This is an optimization exercise on Yosys and OpenROAD, whose aim is small area and few clock cycles, not a production implementation. At most, simulation tests tie the RTL to the original design; equivalence was not proved. No driver is modelled on the clock port, so clocking that relies on it looks cheaper here than on a real chip. No activity file was given, so power comes from the tool's default toggle rates.

Setup of red:
==> module image_capture_top, before the edit <==
module image_capture_top (
  input  logic         clk,
  input  logic         mem_reset,
  input  logic         trigger,
  input  logic [15:0]  height,       
  input  logic [28:0]  start_addr,   
  input  logic [25:0]  s_beat,       
  input  logic         s_valid,
  output logic         s_ready,
  output logic         frame_done,
  output logic         skipped,
  output logic         mem_wr_req,
  output logic [156:0] mem_wr_cmd,   
  input  logic         mem_wr_ack,
  output logic         frame_written
);
  localparam logic [1:0] ST_IDLE  = 2'd0;   
  localparam logic [1:0] ST_WAIT  = 2'd1;   
  localparam logic [1:0] ST_STORE = 2'd2;   
  logic [1:0]  state;
  logic [15:0] lines_left;  
  logic [1:0]  slot;        
  logic [95:0] pix;         
  logic [28:3] wr_addr;     
  logic [2:0]  addr_lo;     
  logic sof, eol;
  logic fwd;                
  logic word_free;          
  logic fire;               
  logic ack;                
  logic line_last;
  logic [15:0] lborrow;     
  logic [25:0] acarry;      
  assign sof = s_beat[1];
  assign eol = s_beat[0];
  assign ack       = mem_wr_req && mem_wr_ack;
  assign word_free = !mem_wr_req || mem_wr_ack;
  assign fwd       = (state == ST_STORE) || ((state == ST_WAIT) && sof);
  assign s_ready   = fwd ? word_free : 1'b1;
  assign fire      = s_valid && fwd && word_free;
  assign line_last = (lines_left == 16'd1);
  always_comb begin
    lborrow[0] = 1'b1;
    acarry[0]  = 1'b1;
    for (int i = 1; i < 16; i++) lborrow[i] = lborrow[i-1] && !lines_left[i-1];
    for (int i = 1; i < 26; i++) acarry[i]  = acarry[i-1] && wr_addr[i+2];
  end
  always_ff @(posedge clk or posedge mem_reset) begin
    if (mem_reset) begin
      state         <= ST_IDLE;
      slot          <= 2'd0;
      mem_wr_req    <= 1'b0;
      frame_written <= 1'b0;
      skipped       <= 1'b0;
    end else begin
      skipped       <= 1'b0;
      frame_written <= ack && (state == ST_IDLE);
      if (ack) begin
        mem_wr_req <= 1'b0;
      end
      if (fire) begin
        slot <= slot + 1'b1;
        if (slot == 2'd3) mem_wr_req <= 1'b1;
      end
      case (state)
        ST_IDLE: begin
          if (trigger) state <= ST_WAIT;
          if (s_valid && sof) skipped <= 1'b1;
        end
        default: begin
          if (fire) begin
            state <= ST_STORE;
            if (eol && line_last) begin
              state <= ST_IDLE;
            end
          end
        end
      endcase
    end
  end
  assign frame_done = frame_written;
  always_ff @(posedge clk) begin
    for (int i = 0; i < 16; i++) begin
      if (state == ST_IDLE) begin
        lines_left[i] <= height[i];   
      end else if (fire && eol && lborrow[i]) begin
        lines_left[i] <= !lines_left[i];
      end
    end
    if (fire) begin
      pix <= {pix[71:0], s_beat[25:2]};
    end
    addr_lo <= start_addr[2:0];   
    for (int i = 0; i < 26; i++) begin
      if (trigger) begin
        wr_addr[i+3] <= start_addr[i+3];
      end else if (ack && acarry[i]) begin
        wr_addr[i+3] <= !wr_addr[i+3];
      end
    end
  end
  assign mem_wr_cmd = {wr_addr, addr_lo,
                       pix[95:72], 8'hff, pix[71:48], 8'hff,
                       pix[47:24], 8'hff, pix[23:0],  8'hff};
endmodule
clock: 4.5 ns
lec_check: 0
abc_area: 1
cap_margin: 20
core_margin: 2
core_utilization: 50
slew_margin: 20
standard.sh (not shown) runs the stock make flow with config.mk's settings and CLKGATE_MAP_FILE= SYNTH_SCRIPT=/design/flow/synth_recipe.tcl, a recipe that flattens the netlist after the stock synthesis.
==> flow/flow/run.sh <==
#!/bin/bash
# Standard ORFS layout, with the smallest buffer on each port, a clock tree of small buffers
# (upsized after CTS where their slew is high), logic cells downsized after CTS where slack
# allows, and one tie cell for the constant outputs.
set -euo pipefail
export BUFFER_PORTS_ARGS="-buffer_cell sky130_fd_sc_hd__buf_1"
export CTS_ARGS="-repair_clock_nets -buf_list sky130_fd_sc_hd__clkbuf_4 -dont_use_dummy_load"
export SKIP_REPAIR_TIE_FANOUT=1
export POST_CTS_TCL="$(pwd)/flow/post_cts.tcl"
bash standard.sh > flow_standard.log 2>&1
==> flow/flow/post_cts.tcl <==
estimate_parasitics -placement
set upsized 0
foreach inst [get_cells *] {
  set ref [get_property $inst ref_name]
  if {$ref != "sky130_fd_sc_hd__clkbuf_4"} { continue }
  set name [get_property $inst full_name]
  set net [get_nets -of_objects [get_pins $name/X]]
  set mx 0
  foreach p [get_pins -of_objects $net -filter "direction==input"] {
    set s [get_property $p slew_max]
    if {$s > $mx} { set mx $s }
  }
  if {$mx > 0.200} {
    replace_cell $inst sky130_fd_sc_hd__clkbuf_16
    incr upsized
  } elseif {$mx > 0.105} {
    replace_cell $inst sky130_fd_sc_hd__clkbuf_8
    incr upsized
  }
}
puts "post_cts: upsized $upsized clock buffers"
estimate_parasitics -placement

set ::slack_margin 0.6e-9
set ::slew_floor [expr {min(0.2, [sta::max_slew_check_slack_limit])}]
set ::cap_floor [expr {min(0.2, [sta::max_capacitance_check_slack_limit])}]
set lib_cells {}
foreach lc [get_lib_cells sky130_fd_sc_hd__*] { lappend lib_cells [get_name $lc] }
proc margins_ok {} {
  return [expr {[sta::worst_slack_cmd max] >= $::slack_margin
                && [sta::max_slew_check_slack_limit] >= $::slew_floor
                && [sta::max_capacitance_check_slack_limit] >= $::cap_floor}]
}
set downsized 0
foreach inst [get_cells *] {
  set name [get_property $inst full_name]
  set ref [get_property $inst ref_name]
  if {![regexp {^(sky130_fd_sc_hd__[a-z0-9]+)_(\d+)$} $ref -> base drive]} { continue }
  set kind [string range $base 17 end]
  if {[regexp {^(df|edf|sdf|dl|conb|tap|fill|decap|clkbuf|clkinv)} $kind]} { continue }
  foreach d {0 1 2 4} {
    if {$d >= $drive} { break }
    if {[lsearch -exact $lib_cells ${base}_$d] < 0} { continue }
    replace_cell $inst ${base}_$d
    if {[margins_ok]} {
      incr downsized
      break
    }
    replace_cell $inst $ref
  }
}
puts "post_cts: downsized $downsized logic cells"
detailed_placement
check_placement -verbose
estimate_parasitics -placement
report_worst_slack
No stage failed in red, and the final checks on the layout all came back clean.
Testbench counts of red, summed over its fixed seeds: cycles 15,331.
#### Input delta (blue over red)
--- a/flow/design.v
+++ b/flow/design.v
@@ -27,28 +27,20 @@
   logic sof, eol;
   logic fwd;                
   logic word_free;          
   logic fire;               
   logic ack;                
   logic line_last;
-  logic [15:0] lborrow;     
-  logic [25:0] acarry;      
   assign sof = s_beat[1];
   assign eol = s_beat[0];
   assign ack       = mem_wr_req && mem_wr_ack;
   assign word_free = !mem_wr_req || mem_wr_ack;
   assign fwd       = (state == ST_STORE) || ((state == ST_WAIT) && sof);
   assign s_ready   = fwd ? word_free : 1'b1;
   assign fire      = s_valid && fwd && word_free;
   assign line_last = (lines_left == 16'd1);
-  always_comb begin
-    lborrow[0] = 1'b1;
-    acarry[0]  = 1'b1;
-    for (int i = 1; i < 16; i++) lborrow[i] = lborrow[i-1] && !lines_left[i-1];
-    for (int i = 1; i < 26; i++) acarry[i]  = acarry[i-1] && wr_addr[i+2];
-  end
   always_ff @(posedge clk or posedge mem_reset) begin
     if (mem_reset) begin
       state         <= ST_IDLE;
       slot          <= 2'd0;
       mem_wr_req    <= 1'b0;
       frame_written <= 1'b0;
@@ -78,29 +70,25 @@
         end
       endcase
     end
   end
   assign frame_done = frame_written;
   always_ff @(posedge clk) begin
-    for (int i = 0; i < 16; i++) begin
-      if (state == ST_IDLE) begin
-        lines_left[i] <= height[i];   
-      end else if (fire && eol && lborrow[i]) begin
-        lines_left[i] <= !lines_left[i];
-      end
+    if (state == ST_IDLE) begin
+      lines_left <= height;   
+    end else begin
+      lines_left <= lines_left - {15'd0, fire && eol};
     end
     if (fire) begin
       pix <= {pix[71:0], s_beat[25:2]};
     end
     addr_lo <= start_addr[2:0];   
-    for (int i = 0; i < 26; i++) begin
-      if (trigger) begin
-        wr_addr[i+3] <= start_addr[i+3];
-      end else if (ack && acarry[i]) begin
-        wr_addr[i+3] <= !wr_addr[i+3];
-      end
+    if (trigger) begin
+      wr_addr <= start_addr[28:3];
+    end else begin
+      wr_addr <= wr_addr + {25'd0, ack};
     end
   end
   assign mem_wr_cmd = {wr_addr, addr_lo,
                        pix[95:72], 8'hff, pix[71:48], 8'hff,
                        pix[47:24], 8'hff, pix[23:0],  8'hff};
 endmodule
==> comparison <==
Cmp red and blue / maximum clock frequency / lower: blue
Of red and blue, the lower hold slack belongs to red.
Min slew at the pin closest to its max-slew limit across red and blue: red
[compare] base=red new=blue: largest stage delay on the critical path higher; power density over the cells increased by 130 nW/um^2 relative to the old numbers.
Post-detailed-routing wire length deteriorates in blue relative to red.
Compared with red, in blue final design area excluding fillers climbed 150 sq um, number of multi-input combinational cells climbed 58%.
Final cell utilization of the core delta for blue relative to red: 0.36 points higher
Comparing red and blue, adder-cell share of the synthesized area is lower on red.
Going from red to blue, post-synthesis to final-layout area growth lower, net switching power of the design higher, critical path depth lower.
blue vs red, aggregate global-route resource usage went up by 2.2 points.
The RTL of blue was laid out without a check of its function.

## what the ideal ports hide
The results above use ideal ports. As a check the final layouts listed here were re-extracted and re-timed, cells and wires unchanged.
Step 1 sets driving cells, clkbuf_16 on the clock port and buf_2 on the other inputs (assumed; they add their load-dependent delay and slew).
Step 2 times the ports against the registers' clock, not the clock port: input delays grow and output delays shrink by t, the midpoint of the rising clock arrivals with the driver on.
a / b / c = ideal ports / drivers / drivers and shift; a / b = the first two.
run	shift t [ns]	setup slack, ns	slew at the worst register clock pin (ns)
red	0.386	1.565 / 1.565 / 1.565	0.10 / 0.10
blue	0.392	1.469 / 1.486 / 1.094	0.10 / 0.10
After both steps every run listed still meets setup and hold. For blue, which loses most, drivers alone change the setup slack by +0.017 ns; drivers and shift together by -0.375 ns.
